What follows belongs to an exercise in optimizing a design on an open flow for small area; a production flow would make more cautious choices. In this exercise RTL edits were held to simulation tests only and were not proved equivalent to the original. No activity file was given, so power comes from the tool's default toggle rates.

### flow/design.v
package overlay_pkg;
    localparam int COORD_W = 16;
    typedef logic [COORD_W-1:0] coord_t;     
    typedef struct packed {
        coord_t x0;                          
        coord_t y0;                          
        coord_t x1;                          
        coord_t y1;                          
    } box_t;
    typedef logic [15:0] rgb565_t;           
    localparam int BYTES_PER_BOX = 8;        
    localparam int BORDER_MARGIN = 2;        
    localparam logic [7:0] MARK_R = 8'd255;
    localparam logic [7:0] MARK_G = 8'd0;
    localparam logic [7:0] MARK_B = 8'd0;
    function automatic logic le_u(input logic [11:0] a, input logic [11:0] b);
        logic r;
        r = 1'b1;
        for (int i = 0; i < 12; i++)
            r = (~a[i] & b[i]) | ((~a[i] | b[i]) & r);
        le_u = r;
    endfunction
    function automatic logic le_s(input logic [11:0] a, input logic [11:0] b);
        le_s = le_u({~a[11], a[10:0]}, {~b[11], b[10:0]});
    endfunction
endpackage
`timescale 1ns/1ps
module video_timing (
    input  logic        pix_clk,
    input  logic        rst_n_i,
    output logic [11:0] k_o,
    output logic        kwrap_o,     
    output logic [9:0]  u_o,
    output logic        de_o,
    output logic        hs_o,
    output logic        vs_o
);
    logic [11:0] k;
    logic [9:0]  u;
    logic        kwrap;
    logic        late;               
    assign kwrap = (k == 12'd1279);
    assign late  = k[11];
    always_ff @(posedge pix_clk or negedge rst_n_i)
    begin
        if (!rst_n_i)
        begin
            k <= 12'hfff;
            u <= 10'd0;
        end
        else
        begin
            k <= kwrap ? 12'(-370) : k + 12'd1;
            if (kwrap)
                u <= (u == 10'd749) ? 10'd0 : u + 10'd1;
        end
    end
    assign k_o     = k;
    assign kwrap_o = kwrap;
    assign u_o     = u;
    assign de_o    = !late && !overlay_pkg::le_u(12'd720, {2'b00, u});
    assign hs_o    = overlay_pkg::le_s(12'(-260), k) && overlay_pkg::le_s(k, 12'(-221));
    assign vs_o    = late ? (overlay_pkg::le_u(12'd726, {2'b00, u}) && overlay_pkg::le_u({2'b00, u}, 12'd730))
                          : (overlay_pkg::le_u(12'd725, {2'b00, u}) && overlay_pkg::le_u({2'b00, u}, 12'd729));
endmodule
`timescale 1ns/1ps
module box_loader #(
    parameter int NUM_BOXES = 24
) (
    input  logic        pix_clk,
    input  logic        rst_n_i,
    input  logic        rx_valid_i,
    input  logic [7:0]  rx_byte_i,
    output logic        pend_o,      
    output logic [4:0]  spos_o,      
    output logic        land_o,      
    output logic [41:0] st_o,        
    output logic        vx_o         
);
    localparam logic [4:0] LAST = 5'(NUM_BOXES - 1);
    logic [2:0]  byte_cnt;
    logic [3:0]  hi_q;           
    logic [10:0] x0_q;
    logic [9:0]  y0_q;
    logic [10:0] x1_q;
    logic [10:0] raw;
    logic [10:0] xc;
    logic [9:0]  yc;
    logic        rec_done;
    logic [41:0] st_q;
    logic [4:0]  spos;
    logic [4:0]  nwr;
    logic [4:0]  dd;
    logic        pend;
    logic        land;
    function automatic logic [4:0] inc1(input logic [4:0] p);
        inc1 = (p == LAST) ? 5'd0 : p + 5'd1;
    endfunction
    assign raw = {hi_q[2:0], rx_byte_i};
    assign xc  = (hi_q[3] || overlay_pkg::le_u(12'd1281, {1'b0, raw})) ? 11'd1281 : raw;
    assign yc  = (hi_q[3] || hi_q[2] || overlay_pkg::le_u(12'd721, {2'b00, raw[9:0]}))
               ? 10'd722 : raw[9:0] + 10'd1;
    assign rec_done = rx_valid_i && (byte_cnt == 3'd7);
    assign land     = pend && (spos == 5'd7 || spos == 5'd15 || spos == 5'd23);
    always_ff @(posedge pix_clk)
    begin
        if (rx_valid_i)
        begin
            if (!byte_cnt[0])
                hi_q <= {|rx_byte_i[7:3], rx_byte_i[2:0]};
            if (byte_cnt == 3'd1)
                x0_q <= xc;
            if (byte_cnt == 3'd3)
                y0_q <= yc;
            if (byte_cnt == 3'd5)
                x1_q <= xc;
        end
        if (rec_done)
            st_q <= {x0_q, y0_q, x1_q, yc};
    end
    always_ff @(posedge pix_clk or negedge rst_n_i)
    begin
        if (!rst_n_i)
        begin
            byte_cnt <= '0;
            spos     <= '0;
            nwr      <= '0;
            pend     <= 1'b0;
        end
        else
        begin
            if (rx_valid_i)
                byte_cnt <= byte_cnt + 3'd1;
            if (rec_done)
            begin
                spos <= inc1(inc1(spos));
                pend <= 1'b1;
                if (nwr != 5'(NUM_BOXES))
                    nwr <= nwr + 5'd1;
            end
            else
            begin
                spos <= inc1(spos);
                if (land)
                    pend <= 1'b0;
            end
        end
    end
    assign pend_o = pend;
    assign spos_o = spos;
    assign land_o = land;
    assign st_o   = st_q;
    assign dd   = inc1(inc1(spos));
    assign vx_o = (nwr == 5'(NUM_BOXES)) || ((dd != 5'd0) && (dd <= nwr));
endmodule
`timescale 1ns/1ps
module border_hit #(
    parameter int NUM_BOXES = 24
) (
    input  logic        pix_clk,
    input  logic        rst_n_i,
    input  logic [11:0] k_i,
    input  logic        kwrap_i,
    input  logic [9:0]  u_i,
    input  logic        pend_i,
    input  logic [4:0]  spos_i,
    input  logic        land_i,
    input  logic [41:0] st_i,
    input  logic        vx_i,
    output logic        hit_o
);
    localparam int L    = 8;
    localparam int NSEG = NUM_BOXES / L;
    localparam int EW   = 44;            
    function automatic logic le10(input logic [9:0] a, input logic [9:0] b);
        logic r;
        r = 1'b1;
        for (int i = 0; i < 10; i++)
            r = (~a[i] & b[i]) | ((~a[i] | b[i]) & r);
        le10 = r;
    endfunction
    function automatic logic [1:0] vflags(input logic [9:0] y0, input logic [9:0] y1,
                                          input logic [9:0] u, input logic [9:0] u2);
        logic a0, c0, b1, a1;
        a0 = le10(y0, u2);       
        c0 = le10(u, y0);        
        b1 = le10(u, y1);        
        a1 = le10(y1, u2);       
        vflags = {(a0 && c0) || (a1 && b1), a0 && b1};
    endfunction
    function automatic logic ent_hit(input logic [11:0] z, input logic [11:0] w,
                                     input logic p, input logic q,
                                     input logic [15:0] m_le, input logic [15:0] m_ge,
                                     input logic [15:0] m_win);
        logic a, bw, hx0, hx1;
        a   = z[11] || (~|z[10:4] && m_le[z[3:0]]);      
        bw  = !w[11] && (|w[10:4] || m_ge[w[3:0]]);      
        hx0 = ~|z[11:4] && m_win[z[3:0]];                
        hx1 = ~|w[11:4] && m_win[w[3:0]];                
        ent_hit = (p && a && bw) || (q && (hx0 || hx1));
    endfunction
    function automatic logic [15:0] mask_le(input int c);
        for (int i = 0; i < 16; i++)
            mask_le[i] = (i <= c);
    endfunction
    function automatic logic [15:0] mask_ge(input int c);
        for (int i = 0; i < 16; i++)
            mask_ge[i] = (i >= c);
    endfunction
    logic signed [11:0] k;
    logic [9:0]  u2;
    logic [10:0] st_x0, st_x1;
    logic [9:0]  st_y0, st_y1;
    logic [11:0] dz, dw;
    logic [1:0]  st_pq;
    logic        win;
    logic        st_hit;
    logic [NUM_BOXES-1:0][EW-1:0] e, e_d;
    logic [NUM_BOXES-1:0][1:0]    pq, pq_d;         
    logic [NUM_BOXES-1:0]         ent_hits;
    assign k  = k_i;
    assign u2 = u_i + 10'd2;
    assign {st_x0, st_y0, st_x1, st_y1} = st_i;
    assign dz    = {1'b0, st_x0} - k_i + 12'd8;
    assign dw    = {1'b0, st_x1} - k_i + 12'd8;
    assign st_pq = vflags(st_y0, st_y1, u_i, u2);
    assign win = kwrap_i || (overlay_pkg::le_s(12'(-370), k) && overlay_pkg::le_s(k, 12'(-364)));
    for (genvar s = 0; s < NSEG; s++)
    begin : g_link
        localparam int Q  = s * L;
        localparam int PR = (Q + NUM_BOXES - 1) % NUM_BOXES;
        logic        land_s;
        logic        cf;
        logic [11:0] zin, win_w, zn, wn;
        logic [9:0]  y0in, y1in;
        logic [1:0]  lpq;
        assign land_s = land_i && (spos_i == 5'(PR));
        assign zin    = land_s ? dz : e[PR][43:32];
        assign win_w  = land_s ? dw : e[PR][31:20];
        assign y0in   = land_s ? st_y0 : e[PR][19:10];
        assign y1in   = land_s ? st_y1 : e[PR][9:0];
        assign cf     = land_s ? kwrap_i : win;
        assign zn     = zin   + (cf ? 12'd1642 : 12'hff8);
        assign wn     = win_w + (cf ? 12'd1642 : 12'hff8);
        if (s == 0)
        begin : g_v
            assign lpq = vflags(y0in, y1in, u_i, u2) & {2{land_s || vx_i}};
        end
        else
        begin : g_nv
            assign lpq = land_s ? st_pq : pq[PR];
        end
        assign e_d[Q]  = {zn, wn, y0in, y1in};
        assign pq_d[Q] = lpq;
        for (genvar j = 1; j < L; j++)
        begin : g_mv
            assign e_d[Q+j]  = e[Q+j-1];
            assign pq_d[Q+j] = pq[Q+j-1];
        end
    end
    always_ff @(posedge pix_clk)
        e <= e_d;
    always_ff @(posedge pix_clk or negedge rst_n_i)
    begin
        if (!rst_n_i)
            pq <= '0;
        else
            pq <= pq_d;
    end
    for (genvar p = 0; p < NUM_BOXES; p++)
    begin : g_hit
        localparam int J = p % L;
        localparam logic [15:0] M_LE  = mask_le(J + 2);
        localparam logic [15:0] M_GE  = mask_ge(J);
        localparam logic [15:0] M_WIN = M_LE & M_GE;
        assign ent_hits[p] = !(pend_i && spos_i == 5'(p))
                          && ent_hit(e[p][43:32], e[p][31:20], pq[p][1], pq[p][0],
                                     M_LE, M_GE, M_WIN);
    end
    assign st_hit = pend_i && ent_hit(dz, dw, st_pq[1], st_pq[0],
                                      mask_le(9), mask_ge(7), mask_le(9) & mask_ge(7));
    assign hit_o = st_hit || (|ent_hits);
endmodule
`timescale 1ns/1ps
module pixel_mixer (
    input  logic                 pix_clk,
    input  logic                 rst_n_i,
    input  logic                 mark_hit_i,
    input  logic                 mark_de_i,
    input  logic                 mark_hs_i,
    input  logic                 mark_vs_i,
    input  overlay_pkg::rgb565_t pix_rgb565_i,
    output logic                 vs_o,
    output logic                 hs_o,
    output logic                 de_o,
    output logic [7:0]           r_o,
    output logic [7:0]           g_o,
    output logic [7:0]           b_o
);
    logic red;
    assign red = mark_hit_i && mark_de_i;
    always_ff @(posedge pix_clk or negedge rst_n_i)
    begin
        if (!rst_n_i)
        begin
            vs_o <= 1'b0;
            hs_o <= 1'b0;
            de_o <= 1'b0;
            r_o  <= '0;
            g_o  <= '0;
            b_o  <= '0;
        end
        else
        begin
            vs_o <= mark_vs_i;
            hs_o <= mark_hs_i;
            de_o <= mark_de_i;
            r_o  <= red ? 8'hff : {pix_rgb565_i[15:11], 3'b000};
            g_o  <= red ? 8'h00 : {pix_rgb565_i[10:5],  2'b00};
            b_o  <= red ? 8'h00 : {pix_rgb565_i[4:0],   3'b000};
        end
    end
endmodule
`timescale 1ns/1ps
module box_overlay_top #(
    parameter int H_ACTIVE  = 1280,
    parameter int H_FRONT   = 110,
    parameter int H_SYNC    = 40,
    parameter int H_BACK    = 220,
    parameter int V_ACTIVE  = 720,
    parameter int V_FRONT   = 5,
    parameter int V_SYNC    = 5,
    parameter int V_BACK    = 20,
    parameter int NUM_BOXES = 24
) (
    input  logic                 pix_clk,
    input  logic                 rst_n_i,
    input  logic                 rx_valid_i,    
    input  logic [7:0]           rx_byte_i,
    input  overlay_pkg::rgb565_t pix_rgb565_i,  
    output logic                 pix_req_o,
    output logic                 vs_o,
    output logic                 hs_o,
    output logic                 de_o,
    output logic [7:0]           r_o,
    output logic [7:0]           g_o,
    output logic [7:0]           b_o
);
    logic [11:0] k;
    logic        kwrap;
    logic [9:0]  u;
    logic        raster_de, raster_hs, raster_vs;
    logic        pend, land;
    logic [4:0]  spos;
    logic [41:0] st;
    logic        vx;
    logic        hit;
    logic        mark_hit, mark_de, mark_hs, mark_vs;
    video_timing i_video_timing (
        .pix_clk (pix_clk),
        .rst_n_i (rst_n_i),
        .k_o     (k),
        .kwrap_o (kwrap),
        .u_o     (u),
        .de_o    (raster_de),
        .hs_o    (raster_hs),
        .vs_o    (raster_vs)
    );
    assign pix_req_o = raster_de;
    box_loader #(.NUM_BOXES(NUM_BOXES)) i_box_loader (
        .pix_clk    (pix_clk),
        .rst_n_i    (rst_n_i),
        .rx_valid_i (rx_valid_i),
        .rx_byte_i  (rx_byte_i),
        .pend_o     (pend),
        .spos_o     (spos),
        .land_o     (land),
        .st_o       (st),
        .vx_o       (vx)
    );
    border_hit #(.NUM_BOXES(NUM_BOXES)) i_border_hit (
        .pix_clk  (pix_clk),
        .rst_n_i  (rst_n_i),
        .k_i      (k),
        .kwrap_i  (kwrap),
        .u_i      (u),
        .pend_i   (pend),
        .spos_i   (spos),
        .land_i   (land),
        .st_i     (st),
        .vx_i     (vx),
        .hit_o    (hit)
    );
    always_ff @(posedge pix_clk or negedge rst_n_i)
    begin
        if (!rst_n_i)
        begin
            mark_hit <= 1'b0;
            mark_de  <= 1'b0;
            mark_hs  <= 1'b0;
            mark_vs  <= 1'b0;
        end
        else
        begin
            mark_hit <= hit;
            mark_de  <= raster_de;
            mark_hs  <= raster_hs;
            mark_vs  <= raster_vs;
        end
    end
    pixel_mixer i_pixel_mixer (
        .pix_clk      (pix_clk),
        .rst_n_i      (rst_n_i),
        .mark_hit_i   (mark_hit),
        .mark_de_i    (mark_de),
        .mark_hs_i    (mark_hs),
        .mark_vs_i    (mark_vs),
        .pix_rgb565_i (pix_rgb565_i),
        .vs_o         (vs_o),
        .hs_o         (hs_o),
        .de_o         (de_o),
        .r_o          (r_o),
        .g_o          (g_o),
        .b_o          (b_o)
    );
endmodule
### flow/flow/run.sh
#!/bin/bash
# The standard layout (standard.sh, with the standard flow's synthesis script), with
# three changes to how the layout is made:
#  - ABC maps the logic with the area script in flow/abc_area.script (more
#    optimisation, and ABC's area mapper; ABC_AREA=1 is set in config.mk),
#    and adders are left to ABC too instead of being mapped to adder cells
#    first (ADDER_MAP_FILE empty); both touch the combinational logic only,
#    so the registers are the same;
#  - the clock tree is built without dummy loads;
#  - the port buffers are sky130_fd_sc_hd__buf_1.
# The make output goes to flow.log here; each tool's log stays in orfs/logs.
set -euo pipefail
here=$(pwd)
rm -rf "$here/scripts"
cp -r "$FLOW_HOME/scripts" "$here/scripts"
cp "$here/flow/abc_area.script" "$here/scripts/abc_area.script"
export SCRIPTS_DIR="$here/scripts"
export ADDER_MAP_FILE=
export CTS_ARGS="-sink_clustering_enable -repair_clock_nets -dont_use_dummy_load -buf_list sky130_fd_sc_hd__clkbuf_8 -sink_clustering_size 18 -sink_clustering_max_diameter 55"
export BUFFER_PORTS_ARGS="-buffer_cell sky130_fd_sc_hd__buf_1"
bash standard.sh > flow.log 2>&1
### flow/flow/abc_area.script
strash
dc2
dch -f
amap
mfs3 -ae
strash
dc2
dch -f
amap
mfs3 -ae
topo
### flow/standard.sh
#!/bin/bash
# synth_recipe.tcl (not shown) runs the flow's synth.tcl, then flattens the netlist and writes it again
# the make line also repeats each setting of config.mk as NAME=value (left out here)
make -C /OpenROAD-flow-scripts/flow DESIGN_CONFIG=/design/flow/config.mk WORK_HOME=/design/flow/orfs CLKGATE_MAP_FILE= SYNTH_SCRIPT=/design/flow/synth_recipe.tcl "${@:-finish}"
### flow/config.mk
export PLATFORM = sky130hd
export DESIGN_NAME = box_overlay_top
export DESIGN_NICKNAME = box_overlay_top
export VERILOG_FILES = /design/flow/design.v
export SDC_FILE = /design/flow/constraint.sdc
export NUM_CORES = 4
export LEC_CHECK = 0
export ABC_AREA = 1
export CAP_MARGIN = 5
export CORE_MARGIN = 2
export CORE_UTILIZATION = 70
export CTS_BUF_LIST = sky130_fd_sc_hd__clkbuf_8
export CTS_CLUSTER_DIAMETER = 55
export CTS_CLUSTER_SIZE = 18
export PLACE_DENSITY = 0.78
export SLEW_MARGIN = 5
### flow/constraint.sdc
create_clock -name core_clock -period 6.0 [get_ports {pix_clk}]
set_input_delay 1.2000 -clock core_clock [delete_from_list [all_inputs] [get_ports {pix_clk}]]
set_output_delay 1.2000 -clock core_clock [all_outputs]
set_load 0.01 [all_outputs]
==> run_results.csv, run 1 <==
group,metric,value,unit
power,powerDensity,456,mW/mm²
yosys,synth_top_cell_by_area,"dfxtp_1",
yosys,synth_area_per_cell,12.4,µm²
yosys,synth-seq-cells,1242,
timing,finalSetupTns,0,ns
hold_path,hold_end,"i_border_hit.e[438]$_DFF_P_",
clock_network,cts_buffers,81,
clock_network,htree_levels,3,
yosys,synth.most_common_cell,"dfxtp_1",
floorplanning,initial_core_util,71.0,%
power,sw_frac_of_total,26.0,%
yosys,ys_seq_area_share,77.3,%
power,total_power,16.5,mW
hold_path,whs_path_depth,0,
grt,antenna_found_initial,0,
floorplanning,io_pins,55,
timing,period_share,88.8,%
timing,maxSlewHeadroom,10.8,%
clock_network,cts.path.max_buffers,3,
power,p_sw,4.29,mW
routing,first_pass_iters,6,
power,total_leakage_power,13.5,nW
timing,maxSlewViolCount,0,
worst_setup_path,max_stage_delay,0.56,ns
worst_setup_path,r2r_slack,0.67,ns
yosys,ys_warn_count,5,
clock_network,clkTransAtPathRegs,0.10,ns
worst_setup_path,timing.rr.start,"i_video_timing.k[2]$_DFF_PN1_",
floorplanning,die_w,224,µm
power,pwr-share-seq,70.4,%
yosys,async_reset_ff_share,8.70,%
clock_network,cts_tree,"yes",
routing,drt-total-wl,72.8,mm
clock_network,hold_buffers,0,
yosys,syn_inst,2741,
timing,finalSetupViolations,0,
placement,hpwl,53.1,mm
power,clkPwrFrac,21.1,%
layout,nets,2912,
routing,drcViolationCount,0,
routing,postRouteAntennaNets,0,
worst_setup_path,crit_arrival,5.82,ns
placement,place_congestion,1.03,
hold_path,hold_class,"reg2reg",
floorplanning,die_y,224,µm
routing,drtIter0Drc,1657,
worst_setup_path,critPathLaunchType,"flip-flop",
worst_setup_path,r2r_cells,30,
timing,layout_min_cycle_time,5.33,ns
clock_network,cts_root_buf,"clkbuf_8",
power,p_int,12.2,mW
timing,fin_skew,0.0853,ns
clock_network,cts_sinks,1242,
yosys,syn_area,0.0339,mm²
yosys,synth_top_cell_area_share,62.3,%
layout,drive_gt1_share,4.02,%
worst_setup_path,worstPathMaxFanout,6,
hold_path,worstHoldStart,"i_border_hit.e[394]$_DFF_P_",
status,outcome,"finished clean",
grt,grt.total_usage,29.3,%
grt,grt_pass1_wl,111,mm
timing,timing.fmax,188,MHz
floorplanning,rows,80,
placement,port_buffers,49,
floorplanning,core_area,0.0477,mm²
floorplanning,die_area,0.0502,mm²
routing,dr_total_vias,20300,
grt,grt_pass1_vias,20300,
timing,rsz0062_at_grt,"no",
yosys,yosysUniqueCellTypes,55,
yosys,synth_edf_count,78,
routing,vias_per_cell,5.80,
worst_setup_path,cp_slowest_cell,"dfstp_2",
grt,grt-ovfl-total,0,
power,share_comb_of_total_power,8.5,%
power,peakVddDrop,0.361,mV
worst_setup_path,worstSetupPathType,"reg2reg",
yosys,synthTopCellsByArea,"dfxtp_1, dfrtp_1, edfxtp_1, o21ai_0, nor2_1",
worst_setup_path,setup.worst_path.end_class,"flip-flop",
timing,finalHoldViolations,0,
clock_network,clk_latency,0.70,ns
yosys,synth_common_cells,"dfxtp_1, o21ai_0, nor2_1",
worst_setup_path,rr_endpoint,"mark_hit$_DFF_PN0_",
worst_setup_path,crit_top_cell,"o21ai_0",
yosys,synthFlopType,"dfxtp_1",
job,maxCapViolations,0,
worst_setup_path,required,6.50,ns
layout,area_growth,6.43,%
timing,worstMarginPinSlew,1.33,ns
routing,post_drt_wl_per_cell,20.8,µm
grt,grt_max_degree,60,
[area by class of cell]
type                    instances  area, µm²
diodes                          1       2.50
clock buffers                  81       1110
fillers                      2978      11700
inverters                     179        672
multi-input cells            1317       7040
flip-flops and latches       1242      26200
well taps                     615        769
repair buffers                 64        300
[sequential cells by signal (all words and copies together), names as in the netlist, 3 cells and up]
name	flops
i_box_loader.byte_cnt	3
i_box_loader.x1_q	11
i_border_hit.e	1056
i_box_loader.spos	5
i_video_timing.u	10
i_pixel_mixer.r_o	6
i_box_loader.hi_q	4
i_box_loader.x0_q	11
i_box_loader.st_q	42
i_video_timing.k	12
i_box_loader.nwr	5
i_box_loader.y0_q	10
i_pixel_mixer.b_o	5
i_pixel_mixer.g_o	6
i_border_hit.pq	48
[critical path, delay by kind of cell, from the launching register on]
family,cells,cell delay (ns)
compound gates,14,2.01
simple gates,13,1.80
flops,1,0.56
xor+xnor,1,0.44
buf+inv,2,0.34
[routing by layer]
metal,vias to the layer above,track usage (%),part of all wire (%)
li1,9742,-,-
met1,9581,36.3,41
met2,713,49.1,48
met3,245,4.35,4.9
met4,0,17.9,6.7
met5,-,0,0
[worst max-delay path by stage]
stage | slack, ns | depth (start not counted) | to | start
2_1_floorplan | 0.54 | 24 | i_border_hit.e[395]$_DFF_P_ | i_box_loader.spos[0]$_DFF_PN0_
3_3_place_gp | 0.64 | 31 | mark_hit$_DFF_PN0_ | i_video_timing.k[2]$_DFF_PN1_
3_5_place_dp | 0.43 | 31 | mark_hit$_DFF_PN0_ | i_video_timing.k[2]$_DFF_PN1_
4_1_cts | 0.31 | 31 | mark_hit$_DFF_PN0_ | i_video_timing.k[2]$_DFF_PN1_
5_1_grt | 0.004 | 30 | mark_hit$_DFF_PN0_ | i_video_timing.k[2]$_DFF_PN1_
6_report | 0.67 | 30 | mark_hit$_DFF_PN0_ | i_video_timing.k[2]$_DFF_PN1_
[cells in the final DEF (no fill, tap or decap), types with 7 or more instances in the layout]
cell,n
dfxtp_1,1056
nor3_1,54
o31ai_1,7
nand4_1,8
nor2_1,219
clkinv_1,177
a211oi_1,20
a21o_1,7
a221oi_1,17
edfxtp_1,78
buf_1,48
or2_0,10
clkbuf_8,81
a22oi_1,7
nand2_1,202
or3_1,7
and2_0,14
dfrtp_1,96
nand3_1,18
o211ai_1,9
nor4_1,66
o22ai_1,100
o21ai_0,242
o221ai_1,12
buf_4,15
nor2b_1,33
o21a_1,34
a31oi_1,22
a21oi_1,110
or4_1,17
dfstp_2,12
o32ai_1,7
nor4b_1,7
[cell families after synthesis]
family | Yosys count | share of synthesized area, %
compound gates | 632 | 11.2
other cells | 1 | 0.0111
xor+xnor | 3 | 0.0775
simple gates | 677 | 9.33
flops | 1242 | 77.3
buf+inv | 186 | 2.14
[power by group through the flow]
stage	Sequential [mW]	Clock (mW)	Combinational, mW
6_report	11.6	3.48	1.40
5_1_grt	11.8	3.83	1.53
4_1_cts	11.6	3.53	1.38
3_5_place_dp	11.8	0	1.37
3_3_place_gp	11.7	0	1.32
2_1_floorplan	11.3	0	0.925
[stage by stage]
stage	cells	hold WS (ns)	area (µm²)	util, %	setup WS [ns]
2_1_floorplan	2745	0.310	33900	-	0.544
3_3_place_gp	3417	0.311	35000	73.2	0.638
3_5_place_dp	3417	0.312	35000	73.2	0.432
4_1_cts	3498	0.293	36100	75.6	0.305
5_1_grt	3498	0.286	36100	75.6	0.00372
6_report	3499	0.294	36100	75.6	0.674
[repair_timing]
| action | 4_1_cts | 5_1_grt |
|---|---|---|
| setup endpoints to repair | 0 | 3 |
| setup buffers | 0 | 0 |
| gates resized for setup | 0 | 5 |
==> run 2, diff against run 1 <==
--- a/flow/config.mk
+++ b/flow/config.mk
@@ -6,11 +6,11 @@
 export NUM_CORES = 4
 export LEC_CHECK = 0
 export ABC_AREA = 1
-export CAP_MARGIN = 5
+export CAP_MARGIN = 20
 export CORE_MARGIN = 2
 export CORE_UTILIZATION = 70
 export CTS_BUF_LIST = sky130_fd_sc_hd__clkbuf_8
 export CTS_CLUSTER_DIAMETER = 55
 export CTS_CLUSTER_SIZE = 18
 export PLACE_DENSITY = 0.78
-export SLEW_MARGIN = 5
+export SLEW_MARGIN = 20
==> run 2 against run 1 <==
Effect of this change: cell area is essentially flat; critical path depth is the same; critical path type unchanged; setup slack gained 0.0040 ns; flip-flop and latch count is the same; first-iteration DRC count grew 1.6%; global-route usage is the same; highest routed layer unchanged; clock power is essentially flat.
==> run_results.csv, run 2 <==
group,metric,value,unit
layout,fillers,2977,
power,total_power,16.5,mW
timing,layout_min_cycle_time,5.32,ns
power,sw_frac_of_total,26.0,%
yosys,synth_top_cell_by_area,"dfxtp_1",
yosys,synthFlopType,"dfxtp_1",
layout,final_common_cell,"dfxtp_1",
yosys,async_reset_ff_share,8.70,%
floorplanning,die_w,224,µm
worst_setup_path,cp_slowest_cell,"dfstp_2",
routing,dr_total_vias,20300,
routing,drcViolationCount,0,
routing,post_drt_wl_per_cell,20.8,µm
clock_network,clkTransAtPathRegs,0.10,ns
clock_network,cts_buffers,81,
routing,drtIter0Drc,1683,
routing,vias_per_cell,5.81,
power,peakVddDrop,0.361,mV
clock_network,htree_levels,3,
grt,antenna_found_initial,0,
floorplanning,core_area,0.0477,mm²
power,pwr-share-seq,70.4,%
power,p_sw,4.29,mW
timing,maxSlewHeadroom,39.0,%
grt,grt.total_usage,29.3,%
clock_network,cts_root_buf,"clkbuf_8",
timing,period_share,88.7,%
layout,finalInstanceArea,0.0361,mm²
worst_setup_path,worstPathMaxFanout,6,
timing,maxSlewViolCount,0,
status,outcome,"finished clean",
yosys,synth_top_cell_area_share,62.3,%
routing,postRouteAntennaNets,0,
timing,fin_ws,0.678,ns
timing,finalSetupViolations,0,
timing,fin_skew,0.0891,ns
layout,largestRegisters,"i_border_hit.e (1056), i_border_hit.pq (48), i_box_loader.st_q (42)",
floorplanning,initial_core_util,71.0,%
grt,grt_max_degree,60,
power,powerDensity,456,mW/mm²
power,p_int,12.2,mW
routing,drt-total-wl,72.9,mm
power,share_comb_of_total_power,8.5,%
grt,grt_pass1_wl,111,mm
placement,placed_area,0.0350,mm²
yosys,ys_seq_area_share,77.3,%
clock_network,cts_tree,"yes",
timing,finalSetupTns,0,ns
floorplanning,die_y,224,µm
placement,port_buffers,49,
layout,nets,2912,
placement,pre_cts_slack,0.432,ns
yosys,synth-seq-cells,1242,
timing,worstMarginPinSlew,0.906,ns
floorplanning,io_pins,55,
placement,hpwl,53.1,mm
worst_setup_path,crit_arrival,5.81,ns
worst_setup_path,timing.critical_path.buf_inv,2,
power,clkPwrFrac,21.1,%
timing,timing.fmax,188,MHz
grt,grt_pass1_vias,20300,
worst_setup_path,setup.worst_path.end_class,"flip-flop",
yosys,yosysUniqueCellTypes,55,
worst_setup_path,crit_family,"compound AO/OA/AOI/OAI gates",
worst_setup_path,required,6.49,ns
layout,layout_common_cells,"dfxtp_1, o21ai_0, nor2_1",
worst_setup_path,worstSetupPathType,"reg2reg",
hold_path,hold_class,"reg2reg",
yosys,synthTopCellsByArea,"dfxtp_1, dfrtp_1, edfxtp_1, o21ai_0, nor2_1",
clock_network,hold_buffers,0,
job,maxCapViolations,0,
floorplanning,rows,80,
layout,fin_util,75.6,%
yosys,synth_edf_count,78,
clock_network,clk_latency,0.70,ns
layout,largest_register_ffs,1056,
yosys,synth_common_cells,"dfxtp_1, o21ai_0, nor2_1",
worst_setup_path,r2r_slack,0.68,ns
placement,place_congestion,1.03,
worst_setup_path,critPathLaunchType,"flip-flop",
floorplanning,die_area,0.0502,mm²
layout,top_register,"i_border_hit.e",
clock_network,cts_sinks,1242,
routing,first_pass_iters,6,
clock_network,cts.path.max_buffers,3,
layout,drive_gt1_share,4.06,%
power,total_leakage_power,13.5,nW
worst_setup_path,max_stage_delay,0.56,ns
yosys,ys_warn_count,5,
layout,area_growth,6.43,%
timing,rsz0062_at_grt,"no",
yosys,synth.most_common_cell,"dfxtp_1",
grt,grt-ovfl-total,0,
worst_setup_path,crit_top_cell,"o21ai_0",
yosys,syn_inst,2741,
yosys,syn_area,0.0339,mm²
yosys,synth_area_per_cell,12.4,µm²
timing,finalHoldViolations,0,
[run 2: worst paths after layout]
kind	startpoint	end	depth (start not counted)
worst max-delay path	i_video_timing.k[2]$_DFF_PN1_	mark_hit$_DFF_PN0_	30
max in group asynchronous	rst_n_i	i_video_timing.u[5]$_DFFE_PN0P_	2
worst min register to register	i_border_hit.e[393]$_DFF_P_	i_border_hit.e[437]$_DFF_P_	0
min in group asynchronous	rst_n_i	i_pixel_mixer.g_o[6]$_DFF_PN0_	1
worst min-delay path	i_border_hit.e[393]$_DFF_P_	i_border_hit.e[437]$_DFF_P_	0
worst max register to register	i_video_timing.k[2]$_DFF_PN1_	mark_hit$_DFF_PN0_	30
[run 2: what timing repair did]
| item | CTS | global route |
|---|---|---|
| setup buffers | 0 | 0 |
| resized for setup | 0 | 5 |
| endpoints found under the setup margin | 0 | 3 |
[run 2: worst register-to-register path, delay by kind of cell, from the launching register on]
family	cells	cell delay, ns
compound gates	14	2.02
simple gates	13	1.79
flops	1	0.56
xor+xnor	1	0.44
buf+inv	2	0.34
[run 2: layout make-up]
cell class	instances	area, µm²	share of cell area [%]
inverter	179	672	1.86
multi-input combinational	1317	7040	19.5
tap	615	769	2.13
sequential	1242	26200	72.6
clock buffer	81	1110	3.09
timing repair buffer	64	300	0.832
antenna	1	2.50	0.00693
[run 2: metrics by stage]
step	cells	hold slack, ns
floorplan	2745	0.310
global placement	3417	0.311
detailed placement	3417	0.312
CTS	3498	0.293
global route	3498	0.286
finish	3499	0.292
[run 2: cell families after synthesis]
kind of cell	Yosys count	share of synthesized area, %
AO/OA/AOI/OAI	632	11.2
XOR/XNOR	3	0.0775
buffers and inverters	186	2.14
flip-flops	1242	77.3
other	1	0.0111
AND/OR/NAND/NOR	677	9.33
[run 2: power by group through the flow]
stage	sequential [mW]	combinational, mW	clock [mW]
4_1_cts	11.6	1.38	3.53
3_5_place_dp	11.8	1.37	0
2_1_floorplan	11.3	0.925	0
3_3_place_gp	11.7	1.32	0
6_report	11.6	1.40	3.47
5_1_grt	11.8	1.53	3.83
[run 2: per-layer routing]
layer | global-route usage [%] | vias to the layer above | share of wire [%]
met1 | 36.3 | 9613 | 40
met3 | 4.35 | 251 | 5.0
met5 | 0 | - | 0
met2 | 49.1 | 721 | 48
li1 | - | 9737 | -
met4 | 17.9 | 0 | 6.8
==> run 3, diff against run 2 <==
--- a/flow/flow/run.sh
+++ b/flow/flow/run.sh
@@ -16,6 +16,6 @@
 cp "$here/flow/abc_area.script" "$here/scripts/abc_area.script"
 export SCRIPTS_DIR="$here/scripts"
 export ADDER_MAP_FILE=
-export CTS_ARGS="-sink_clustering_enable -repair_clock_nets -dont_use_dummy_load -buf_list sky130_fd_sc_hd__clkbuf_8 -sink_clustering_size 18 -sink_clustering_max_diameter 55"
+export CTS_ARGS="-sink_clustering_enable -repair_clock_nets -dont_use_dummy_load -buf_list sky130_fd_sc_hd__clkbuf_8 -sink_clustering_size 20 -sink_clustering_max_diameter 45"
 export BUFFER_PORTS_ARGS="-buffer_cell sky130_fd_sc_hd__buf_1"
 bash standard.sh > flow.log 2>&1
==> run 3 against run 2 <==
Effect of this change: sequential power is essentially flat; clock-buffer cell count grew 12; maximum frequency grew 1.3%; global-route usage grew 0.37 points; critical path depth is the same; worst hold slack lost 0.036 ns; non-clock buffer count is the same.
==> run_results.csv, run 3 <==
group,metric,value,unit
routing,drt-total-wl,73.5,mm
status,outcome,"finished clean",
clock_network,cts.path.max_buffers,3,
floorplanning,io_pins,55,
worst_setup_path,worstSetupPathType,"reg2reg",
yosys,synthTopCellsByArea,"dfxtp_1, dfrtp_1, edfxtp_1, o21ai_0, nor2_1",
yosys,syn_area,0.0339,mm²
worst_setup_path,rr_endpoint,"mark_hit$_DFF_PN0_",
worst_setup_path,crit_family,"compound AO/OA/AOI/OAI gates",
layout,final_common_cell,"dfxtp_1",
timing,maxSlewHeadroom,39.6,%
power,powerDensity,461,mW/mm²
routing,dr_total_vias,20300,
placement,hpwl,53.1,mm
floorplanning,core_area,0.0477,mm²
timing,maxSlewViolCount,0,
yosys,yosysUniqueCellTypes,55,
yosys,synthFlopType,"dfxtp_1",
grt,grt-ovfl-total,0,
layout,layoutNonFillerInstCount,3510,
worst_setup_path,crit_top_cell,"o21ai_0",
worst_setup_path,timing.critical_path.buf_inv,2,
clock_network,cts_root_buf,"clkbuf_8",
timing,finalHoldViolations,0,
routing,drtIter0Drc,1519,
worst_setup_path,crit_arrival,5.76,ns
clock_network,clkTransAtPathRegs,0.10,ns
worst_setup_path,setup.worst_path.end_class,"flip-flop",
floorplanning,die_area,0.0502,mm²
yosys,async_reset_ff_share,8.70,%
timing,layout_min_cycle_time,5.25,ns
routing,drcViolationCount,0,
grt,grt_pass1_wl,112,mm
placement,place_congestion,1.03,
clock_network,cts_sinks,1242,
clock_network,clk_latency,0.72,ns
worst_setup_path,cp_slowest_cell,"dfstp_2",
yosys,synth-seq-cells,1242,
clock_network,htree_levels,3,
timing,period_share,87.5,%
yosys,synth_common_cells,"dfxtp_1, o21ai_0, nor2_1",
timing,finalSetupViolations,0,
hold_path,hold_end,"i_border_hit.e[408]$_DFF_P_",
floorplanning,die_w,224,µm
layout,fin_util,75.9,%
hold_path,hold_class,"reg2reg",
layout,area_growth,6.91,%
yosys,ys_seq_area_share,77.3,%
power,pwr-share-seq,69.5,%
yosys,ys_warn_count,5,
worst_setup_path,critPathLaunchType,"flip-flop",
layout,largestRegisters,"i_border_hit.e (1056), i_border_hit.pq (48), i_box_loader.st_q (42)",
power,share_comb_of_total_power,8.4,%
worst_setup_path,worstPathMaxFanout,6,
layout,drive_gt1_share,4.46,%
power,sw_frac_of_total,26.1,%
routing,vias_per_cell,5.78,
worst_setup_path,r2r_slack,0.75,ns
layout,diodes,0,
floorplanning,initial_core_util,71.0,%
routing,postRouteAntennaNets,0,
worst_setup_path,max_stage_delay,0.55,ns
worst_setup_path,timing.critical_path.from,"i_video_timing.k[2]$_DFF_PN1_",
power,clkPwrFrac,22.2,%
grt,antenna_found_initial,1,
routing,post_drt_wl_per_cell,20.9,µm
job,maxCapViolations,0,
floorplanning,die_y,224,µm
timing,timing.fmax,190,MHz
yosys,synth_area_per_cell,12.4,µm²
yosys,synth_top_cell_by_area,"dfxtp_1",
layout,layout_common_cells,"dfxtp_1, o21ai_0, nor2_1",
routing,first_pass_iters,6,
hold_path,whs_path_depth,0,
power,p_sw,4.35,mW
timing,fin_skew,0.0915,ns
yosys,synth.most_common_cell,"dfxtp_1",
yosys,syn_inst,2741,
layout,nets,2924,
placement,port_buffers,49,
grt,grt.total_usage,29.7,%
placement,placed_area,0.0350,mm²
clock_network,cts_buffers,93,
timing,worstMarginPinSlew,0.904,ns
grt,grt_max_degree,60,
yosys,synth_top_cell_area_share,62.3,%
power,p_int,12.4,mW
floorplanning,rows,80,
grt,grt_pass1_vias,20400,
layout,largest_register_ffs,1056,
timing,finalSetupTns,0,ns
timing,rsz0062_at_grt,"no",
yosys,synth_edf_count,78,
power,total_power,16.7,mW
worst_setup_path,timing.rr.start,"i_video_timing.k[2]$_DFF_PN1_",
hold_path,worstHoldStart,"i_border_hit.e[364]$_DFF_P_",
placement,post-place-cells,3417,
clock_network,hold_buffers,0,
clock_network,cts_tree,"yes",
power,peakVddDrop,0.363,mV
layout,top_register,"i_border_hit.e",
worst_setup_path,r2r_cells,30,
worst_setup_path,required,6.51,ns
layout,finalInstanceArea,0.0363,mm²
power,total_leakage_power,13.6,nW
run 3: cell counts after synthesis:
No cell type changed its count.
run 3: final cells by class:
type | count | area (µm²)
Timing Repair Buffer | 64 | 300
Clock buffer | 93 | 1280
Sequential cell | 1242 | 26200
Multi-Input combinational cell | 1317 | 7040
Inverter | 179 | 672
Tap cell | 615 | 769
Fill cell | 2952 | 11500
run 3: worst max path at each step:
| stage | end | cells after the start |
|---|---|---|
| floorplan | i_border_hit.e[395]$_DFF_P_ | 24 |
| global placement | mark_hit$_DFF_PN0_ | 31 |
| detailed placement | mark_hit$_DFF_PN0_ | 31 |
| CTS | mark_hit$_DFF_PN0_ | 31 |
| global route | mark_hit$_DFF_PN0_ | 30 |
| finish | mark_hit$_DFF_PN0_ | 30 |
run 3: kinds of logic (layout without fill, tap and decap cells):
| kind of cell | count (synthesis) | count (layout) | synth area share (%) |
|---|---|---|---|
| AND/OR/NAND/NOR | 677 | 677 | 9.33 |
| other | 1 | 5 | 0.0111 |
| buffers and inverters | 186 | 336 | 2.14 |
| AO/OA/AOI/OAI | 632 | 632 | 11.2 |
| flip-flops | 1242 | 1242 | 77.3 |
| XOR/XNOR | 3 | 3 | 0.0775 |
run 3: metal layers:
metal  GRT usage [%]  wire length, µm
met1            36.2            29600
met2            49.6            35100
met3            4.96             3680
met4            18.7             5100
met5               0                0
run 3: power groups by stage:
stage	sequential, mW	combinational (mW)	clock, mW
3_5_place_dp	11.8	1.37	0
2_1_floorplan	11.3	0.925	0
5_1_grt	11.8	1.53	4.06
3_3_place_gp	11.7	1.32	0
4_1_cts	11.6	1.38	3.76
6_report	11.6	1.40	3.70
run 3: per-stage QoR:
stage / worst slack, ns / hold slack (ns)
after floorplan: 0.544 / 0.310
after global routing: 0.0279 / 0.259
after CTS: 0.334 / 0.257
final: 0.748 / 0.256
after detailed placement: 0.432 / 0.312
after global placement: 0.638 / 0.311
run 3: repair_timing:
item | in CTS | in global routing
buffers inserted | 0 | 0
resized for setup | 0 | 5
endpoints found under the setup margin | 0 | 3

[separate check: timing with driven ports]
No port has a modelled driver above. Below, the same layouts with a new extraction and two added sets of constraints. Step 1: set_driving_cell puts a clkbuf_16 on pix_clk and a buf_2 on each other input, an assumption about the parent block. Step 2 moves the port delays by t, midway between the first and last clock arrival at a register: inputs arrive t later, outputs are due t later. That takes back most of the time a late clock gives input paths. Slacks: ideal / step 1 / step 2; pairs: ideal / step 1.
run | shift t [ns] | setup WS [ns] | hold WS [ns] | worst data-port slew with drivers (ns)
run 1 | 0.710 | 0.674 / 0.674 / 0.674 | 0.294 / 0.294 / 0.294 | 0.04
run 2 | 0.708 | 0.678 / 0.678 / 0.678 | 0.292 / 0.292 / 0.292 | 0.04
run 3 | 0.724 | 0.748 / 0.748 / 0.748 | 0.256 / 0.256 / 0.256 | 0.05
After both steps every run listed still meets setup and hold.
